Background: an optimization exercise with open tools, aiming at small area. Do not read the settings as production practice. At most, simulation tests tie the RTL to the original design; equivalence was not proved. Power and IR drop assume default switching activity.

==> flow/design.v (excerpt) <==
module regfile_sb
#(
    parameter int XLEN  = regfile_pkg::XLEN_DEF,
    parameter int NREG  = regfile_pkg::NREG_DEF,
    parameter int NREAD = 2,
    parameter int AW    = $clog2(NREG)
) (
    input  logic                  clk,
    input  logic                  rst_n,
    input  logic                  wen,
    input  logic [AW-1:0]         dsel,
    input  logic [XLEN-1:0]       d,
    input  logic [NREAD*AW-1:0]   rsel,
    output logic [NREAD*XLEN-1:0] rdata,
    output logic [NREAD-1:0]      rbusy,
    input  logic                  resv_en,
    input  logic [AW-1:0]         resv_sel,
    output logic                  resv_err
);
Size: roughly 2,500 cells after synthesis, ~120 I/O pins, roughly 0.042 mm^2 of cells after synthesis.
clock: 7.0 ns
lec_check: 0
cap_margin: 20
core_margin: 2
core_utilization: 55
gpl_timing_driven: 0
setup_slack_margin: 0.2
slew_margin: 20
synth_hierarchical: 1
synth_minimum_keep_size: 0
standard.sh (not shown) runs the stock make flow with config.mk's settings and CLKGATE_MAP_FILE= SYNTH_SCRIPT=/design/flow/synth_recipe.tcl, a recipe that flattens the netlist after the stock synthesis.
==> flow/flow/run.sh <==
#!/bin/bash
# Own layout flow: the standard ORFS flow (standard.sh, with its unchanged synthesis,
# floorplan, power grid and tap cells), with two settings changed:
#  - port buffers use the smallest plain buffer instead of the default delay-buffer cell
#    (every input and output port still gets its own buffer; repair may upsize them);
#  - clock tree synthesis inserts no dummy loads and clusters more sinks per leaf buffer.
set -euo pipefail
bash standard.sh \
  "BUFFER_PORTS_ARGS=-buffer_cell sky130_fd_sc_hd__buf_1" \
  "CTS_ARGS=-sink_clustering_enable -repair_clock_nets -dont_use_dummy_load -sink_clustering_size 25 -sink_clustering_max_diameter 100" \
  finish > standard_flow.log 2>&1
The baseline finished clean.
Then changed:
==> flow/run.sh (new file) <==
#!/bin/bash
# synth_recipe.tcl (not shown) runs the flow's synth.tcl, then flattens the netlist and writes it again
# the make line also repeats each setting of config.mk as NAME=value (left out here)
make -C /OpenROAD-flow-scripts/flow DESIGN_CONFIG=/design/flow/config.mk WORK_HOME=/design/flow/orfs CLKGATE_MAP_FILE= SYNTH_SCRIPT=/design/flow/synth_recipe.tcl finish
Settings changed: GPL_TIMING_DRIVEN 0 to default.
removed: flow/flow/run.sh
removed: flow/standard.sh
The changed run produced a clean layout.
Synthesized area does not change.
Worst hold slack degrades by 0.021 ns.
Non-clock buffer count rises by 68.
Worst setup slack degrades by 0.043 ns.
Global-route usage falls by 0.29 points.
Design area rises by 4.1%.
Synthesized cell count stays the same.
Then changed:
Settings changed: CORE_UTILIZATION 55 to 40, CTS_CLUSTER_DIAMETER from default to 100, CTS_CLUSTER_SIZE from default to 30.
The new run completed with no timing, DRC or antenna violations.
Sequential power stays flat.
Setup slack degrades by 0.089 ns.
Routed wire length is about the same.
Worst hold slack improved by 0.019 ns.
Register-to-register slack gets better by 0.27 ns.
Combinational power barely changes.
Then changed:
Settings changed: CTS_CLUSTER_DIAMETER 100 to default, CTS_CLUSTER_SIZE 30 to default, SETUP_SLACK_MARGIN 0.2 to default.
Effect: This time the run finished but fails on setup timing; cell count came out higher by 3.3%; routed wire length increases by 1.5%; utilization rises by 2.1 points; global-route usage increases by 0.55 points; hold slack is worse by 0.014 ns.
Then changed:
==> flow/flow/run.sh (new file) <==
#!/bin/bash
# Own layout flow: the standard ORFS flow (standard.sh, with its unchanged synthesis,
# floorplan, power grid and tap cells), with two settings changed:
#  - port buffers use the smallest plain buffer instead of the default delay-buffer cell
#    (every input and output port still gets its own buffer; repair may upsize them);
#  - clock tree synthesis inserts no dummy loads and clusters more sinks per leaf buffer.
set -euo pipefail
bash standard.sh \
  "BUFFER_PORTS_ARGS=-buffer_cell sky130_fd_sc_hd__buf_1" \
  "CTS_ARGS=-sink_clustering_enable -repair_clock_nets -dont_use_dummy_load -sink_clustering_size 25 -sink_clustering_max_diameter 100" \
  finish > standard_flow.log 2>&1
==> flow/standard.sh (new file) <==
#!/bin/bash
# synth_recipe.tcl (not shown) runs the flow's synth.tcl, then flattens the netlist and writes it again
# the make line also repeats each setting of config.mk as NAME=value (left out here)
make -C /OpenROAD-flow-scripts/flow DESIGN_CONFIG=/design/flow/config.mk WORK_HOME=/design/flow/orfs CLKGATE_MAP_FILE= SYNTH_SCRIPT=/design/flow/synth_recipe.tcl "${@:-finish}"
Settings changed: CORE_UTILIZATION 40 to 55, SETUP_SLACK_MARGIN from default to 0.2.
removed: flow/run.sh
Effect: This time the run finished clean. Setup slack is better by 0.75 ns. Critical path depth fell by 3. Sequential power is about the same.

========
## v24
Another version of the RTL of regfile_sb (not shown whole).
For scale: about 2,500 cells after synthesis, roughly 120 I/O pins, roughly 0.041 mm2 of cells after synthesis.
// regfile_sb
module regfile_sb
#(
    parameter int XLEN  = regfile_pkg::XLEN_DEF,
    parameter int NREG  = regfile_pkg::NREG_DEF,
    parameter int NREAD = 2,
    parameter int AW    = $clog2(NREG)
) (
    input  logic                  clk,
    input  logic                  rst_n,
    input  logic                  wen,
    input  logic [AW-1:0]         dsel,
    input  logic [XLEN-1:0]       d,
    input  logic [NREAD*AW-1:0]   rsel,
    output logic [NREAD*XLEN-1:0] rdata,
    output logic [NREAD-1:0]      rbusy,
    input  logic                  resv_en,
    input  logic [AW-1:0]         resv_sel,
    output logic                  resv_err
);
    logic [XLEN-1:0] regs [1:NREG-1];
    logic [NREG-1:1] busy_q;
    logic            err_q;
    logic            wr_ok;
    logic            rv_ok;
    logic [XLEN-1:0] wdata;
    logic [NREG-1:0] wdec;
    logic [NREG-1:0] rdec;
    assign wr_ok = wen && (dsel != AW'(regfile_pkg::ZERO_REG));
    assign rv_ok = resv_en && (resv_sel != AW'(regfile_pkg::ZERO_REG));
    assign wdata = d & {XLEN{rst_n}};
    logic [XLEN-1:0] d_n;
    assign d_n = ~d;
    regfile_dec5 u_wdec (.en(wen), .sel(dsel), .out(wdec));
    regfile_dec5 u_rdec (.en(resv_en), .sel(resv_sel), .out(rdec));
    for (genvar k = 1; k < NREG; k++) begin : g_reg
        logic wsel;
        assign wsel = wdec[k] || !rst_n;
        always_ff @(posedge clk) begin
            if (wsel) begin
                regs[k] <= wdata;
            end
        end
        always_ff @(posedge clk) begin
            if (!rst_n) begin
                busy_q[k] <= 1'b0;
            end else if (rdec[k]) begin
                busy_q[k] <= 1'b1;
            end else if (wdec[k]) begin
                busy_q[k] <= 1'b0;
            end
        end
    end
    logic rv_busy;
    regfile_rdbit #(.N(NREG - 1), .MODE(0)) u_rvbusy (
        .sel (rdec[NREG-1:1]),
        .din (busy_q & ~wdec[NREG-1:1]),
        .fwd (1'b0),
        .fwd_dn(1'b0),
        .dout(rv_busy)
    );
    always_ff @(posedge clk) begin
        if (!rst_n) begin
            err_q <= 1'b0;
        end else if (rv_busy) begin
            err_q <= 1'b1;
        end
    end
    assign resv_err = err_q;
    for (genvar i = 0; i < NREAD; i++) begin : g_rd
        logic [AW-1:0]   sel;
  ...
export LEC_CHECK = 0
export CAP_MARGIN = 20
export CORE_MARGIN = 2
export CORE_UTILIZATION = 65
export PLACE_DENSITY = 0.72
export SETUP_SLACK_MARGIN = 0.2
export SLEW_MARGIN = 20
export SYNTH_HIERARCHICAL = 1
export SYNTH_MINIMUM_KEEP_SIZE = 0
create_clock -name core_clock -period 7.0 [get_ports {clk}]
==> flow/flow/run.sh <==
#!/bin/bash
# Own layout flow: the standard ORFS flow (standard.sh, with its unchanged synthesis,
# floorplan, power grid and tap cells), with two settings changed:
#  - port buffers use the smallest plain buffer instead of the default delay-buffer cell
#    (every input and output port still gets its own buffer; repair may upsize them);
#  - clock tree synthesis inserts no dummy loads and clusters more sinks per leaf buffer.
set -euo pipefail
bash standard.sh \
  "BUFFER_PORTS_ARGS=-buffer_cell sky130_fd_sc_hd__buf_1" \
  "CTS_ARGS=-sink_clustering_enable -repair_clock_nets -dont_use_dummy_load -sink_clustering_size 25 -sink_clustering_max_diameter 100" \
  finish > standard_flow.log 2>&1
Looking at the reports, v24 completed the entire flow and the layout it produced met the timing, design-rule and antenna checks.
Inputs modified between v24 and v40:
# v24
export LEC_CHECK = 0
export CAP_MARGIN = 20
export CORE_MARGIN = 2
export CORE_UTILIZATION = 65
export PLACE_DENSITY = 0.72
export SETUP_SLACK_MARGIN = 0.2
export SLEW_MARGIN = 20
export SYNTH_HIERARCHICAL = 1
export SYNTH_MINIMUM_KEEP_SIZE = 0
create_clock -name core_clock -period 7.0 [get_ports {clk}]
# v40
export LEC_CHECK = 0
export CAP_MARGIN = 5
export CORE_MARGIN = 2
export CORE_UTILIZATION = 55
export SETUP_SLACK_MARGIN = 0.2
export SLEW_MARGIN = 5
export SYNTH_HIERARCHICAL = 1
export SYNTH_MINIMUM_KEEP_SIZE = 0
create_clock -name core_clock -period 7.0 [get_ports {clk}]
Findings:
- Per the final summary, v40 finished and its layout is clean on timing, DRC and antenna.
- ~same area of combinational cells with multiple inputs in v40 and v24
- v40: setup slack is 0.14 ns lower than what v24 reported.
- v24 → v40: via count went down by 351, fmax went down by about 2.2%.
--- input diff v40..v57 ---
# v40
export LEC_CHECK = 0
export CAP_MARGIN = 5
export CORE_MARGIN = 2
export CORE_UTILIZATION = 55
export SETUP_SLACK_MARGIN = 0.2
export SLEW_MARGIN = 5
export SYNTH_HIERARCHICAL = 1
export SYNTH_MINIMUM_KEEP_SIZE = 0
create_clock -name core_clock -period 7.0 [get_ports {clk}]
# v57
export LEC_CHECK = 0
export CAP_MARGIN = 20
export CORE_MARGIN = 2
export CORE_UTILIZATION = 70
export PLACE_DENSITY = 0.76
export SETUP_SLACK_MARGIN = 0.2
export SLEW_MARGIN = 20
export SYNTH_HIERARCHICAL = 1
export SYNTH_MINIMUM_KEEP_SIZE = 0
create_clock -name core_clock -period 7.0 [get_ports {clk}]
Results
v57: all stages complete, timing, DRC and antenna checks passed
Having completed the whole flow, v40 delivered a layout that passed the timing, design-rule and antenna checks.
Total power in v57 is 0.31% lower than in v40
Lower timing-limited maximum frequency among v57 and v40: v57
Area after detailed placement was higher in v40 than in v57.
v57: global router's overall resource usage is 11 points higher than what v40 reported.
Final period demand of the worst path: v57 > v40
Here is what was changed in the inputs of v23 compared with v57.
# v57
export LEC_CHECK = 0
export CAP_MARGIN = 20
export CORE_MARGIN = 2
export CORE_UTILIZATION = 70
export PLACE_DENSITY = 0.76
export SETUP_SLACK_MARGIN = 0.2
export SLEW_MARGIN = 20
export SYNTH_HIERARCHICAL = 1
export SYNTH_MINIMUM_KEEP_SIZE = 0
create_clock -name core_clock -period 7.0 [get_ports {clk}]
# v23
export LEC_CHECK = 0
export CAP_MARGIN = 20
export CORE_MARGIN = 2
export CORE_UTILIZATION = 55
export SETUP_SLACK_MARGIN = 0.2
export SLEW_MARGIN = 20
export SYNTH_HIERARCHICAL = 1
export SYNTH_MINIMUM_KEEP_SIZE = 0
create_clock -name core_clock -period 7.0 [get_ports {clk}]
--- outcome ---
- Final cycle utilization of the critical path ends up higher on v57.
- Re cell area after technology mapping: no difference whatsoever between v57 and v23.
- v23 vs. v57: routed wire length saw an increase, setup slack saw an increase.

========
Another version of the RTL of regfile_sb (not shown whole).
For scale: roughly 2,500 cells after synthesis, roughly 120 I/O pins.
==> flow/config.mk <==
export PLATFORM = sky130hd
export DESIGN_NAME = regfile_sb
export DESIGN_NICKNAME = regfile_sb
export VERILOG_FILES = /design/flow/design.v
export SDC_FILE = /design/flow/constraint.sdc
export NUM_CORES = 4
export LEC_CHECK = 0
export CAP_MARGIN = 5
export CORE_MARGIN = 2
export CORE_UTILIZATION = 65
export PLACE_DENSITY = 0.72
export SETUP_SLACK_MARGIN = 0.2
export SLEW_MARGIN = 5
export SYNTH_HIERARCHICAL = 1
export SYNTH_MINIMUM_KEEP_SIZE = 0
==> flow/constraint.sdc <==
create_clock -name core_clock -period 7.0 [get_ports {clk}]
set_input_delay 1.4000 -clock core_clock [delete_from_list [all_inputs] [get_ports {clk}]]
set_output_delay 1.4000 -clock core_clock [all_outputs]
set_load 0.01 [all_outputs]
Scripts as last shown in full above: flow/flow/run.sh
The starting point passed the timing, design-rule and antenna checks.
Next try:
Settings changed: CORE_UTILIZATION 65 to 55, PLACE_DENSITY 0.72 to default.
Result:
- The new run produced a clean layout
- setup slack improves by 0.053 ns
- routed wire length grows by 1.1%
- clock power hardly moves
- via count shrinks by 3.2%
- count of clock-buffer cells in the layout shrinks by 1
- combinational power hardly moves
- final area grows by 0.59%
- area after synthesis is unchanged
No run of this note included a check of the RTL's function; only the layout flow was run.

========
Setup of the previous run:
regfile_sb, a different RTL version from the one above (not shown whole).
Size: about 120 I/O pins.
Settings: LEC_CHECK=0, CAP_MARGIN=20, CORE_MARGIN=2, CORE_UTILIZATION=40, CTS_BUF_LIST=sky130_fd_sc_hd__clkbuf_4 sky130_fd_sc_hd__clkbuf_8, SLEW_MARGIN=20, SYNTH_HIERARCHICAL=1, SYNTH_MINIMUM_KEEP_SIZE=0; clock period 7.0 ns.
run.sh (not shown) runs the stock make flow with config.mk's settings and CLKGATE_MAP_FILE= SYNTH_SCRIPT=/design/flow/synth_recipe.tcl, a recipe that flattens the netlist after the stock synthesis.
Stock flow here: none of the scripts above is used.
The previous run finished all stages; layout check result: FAIL, due to max-capacitance violations, max-slew violations, negative setup slack.
Relative to the previous run, the following input files were edited for the current run:
- clearing CTS_BUF_LIST, which used to be sky130_fd_sc_hd__clkbuf_4 sky130_fd_sc_hd__clkbuf_8
### Flow results
The current run: complete, dirty (negative setup slack)
Compared with the previous run, the current run instantiates a smaller number of standard cells.
In the metrics for the current run and the previous run, the one carrying the higher count of non-CTS buffers in the layout is the previous run.
| final clock skew | lower: the previous run |
Routed wire length, the current run and the previous run: smaller value in the current run
The number of multi-input combinational cells number comes out higher for the previous run vs the current run.
Non-clock buffer contribution to total cell area in the current run is 0.21 points below the previous run.
Comparing the current run with the previous run, the average wire length per cell after detail routing came out essentially unchanged.
The share of power burned in combinational logic number comes out lower for the current run vs the previous run.
Across both runs, power per standard cell area was higher for the current run than for the previous run.
The previous run leaves less setup margin than the current run.

afterwards: timing with drivers on the ports:
The results above use ideal ports. As a check the final layouts listed here were re-extracted and re-timed, cells and wires unchanged. Step 1, drivers: a clkbuf_16 drives clk and a buf_2 each remaining input, both assumed. Step 2 times the ports against the registers' clock, not the clock port: input delays grow and output delays shrink by t, the midpoint of the rising clock arrivals with the driver on. a / b / c = ideal / step 1 / step 2; a / b = the first two.
run	shift t [ns]	slack for setup (ns)	hold slack, ns	worst setup path at the end
the first run of note 1	0.695	0.338 / 0.307 / 0.307	0.493 / 0.493 / 0.493	input to output
the second run of note 1	0.738	0.296 / 0.258 / 0.258	0.473 / 0.473 / 0.473	input to output
the third run of note 1	0.697	0.207 / 0.175 / 0.175	0.492 / 0.492 / 0.492	input to output
the fourth run of note 1	0.746	-0.013 / -0.046 / -0.046	0.477 / 0.477 / 0.477	input to output
the fifth run of note 1	0.693	0.740 / 0.715 / 0.715	0.476 / 0.476 / 0.476	input to output
v24	0.696	0.846 / 0.821 / 0.821	0.494 / 0.494 / 0.494	input to output
v40	0.695	0.705 / 0.678 / 0.678	0.547 / 0.547 / 0.547	input to output
v57	0.697	0.632 / 0.609 / 0.609	0.536 / 0.536 / 0.536	input to output
v23	0.699	0.668 / 0.645 / 0.645	0.547 / 0.547 / 0.547	input to output
the first run of note 3	0.676	0.595 / 0.556 / 0.556	0.470 / 0.470 / 0.470	input to output
the second run of note 3	0.696	0.648 / 0.609 / 0.609	0.491 / 0.491 / 0.491	input to output
the previous run	0.907	-0.166 / -0.196 / -0.196	0.474 / 0.474 / 0.474	input to output
the current run	0.760	-0.075 / -0.105 / -0.105	0.474 / 0.474 / 0.474	input to output
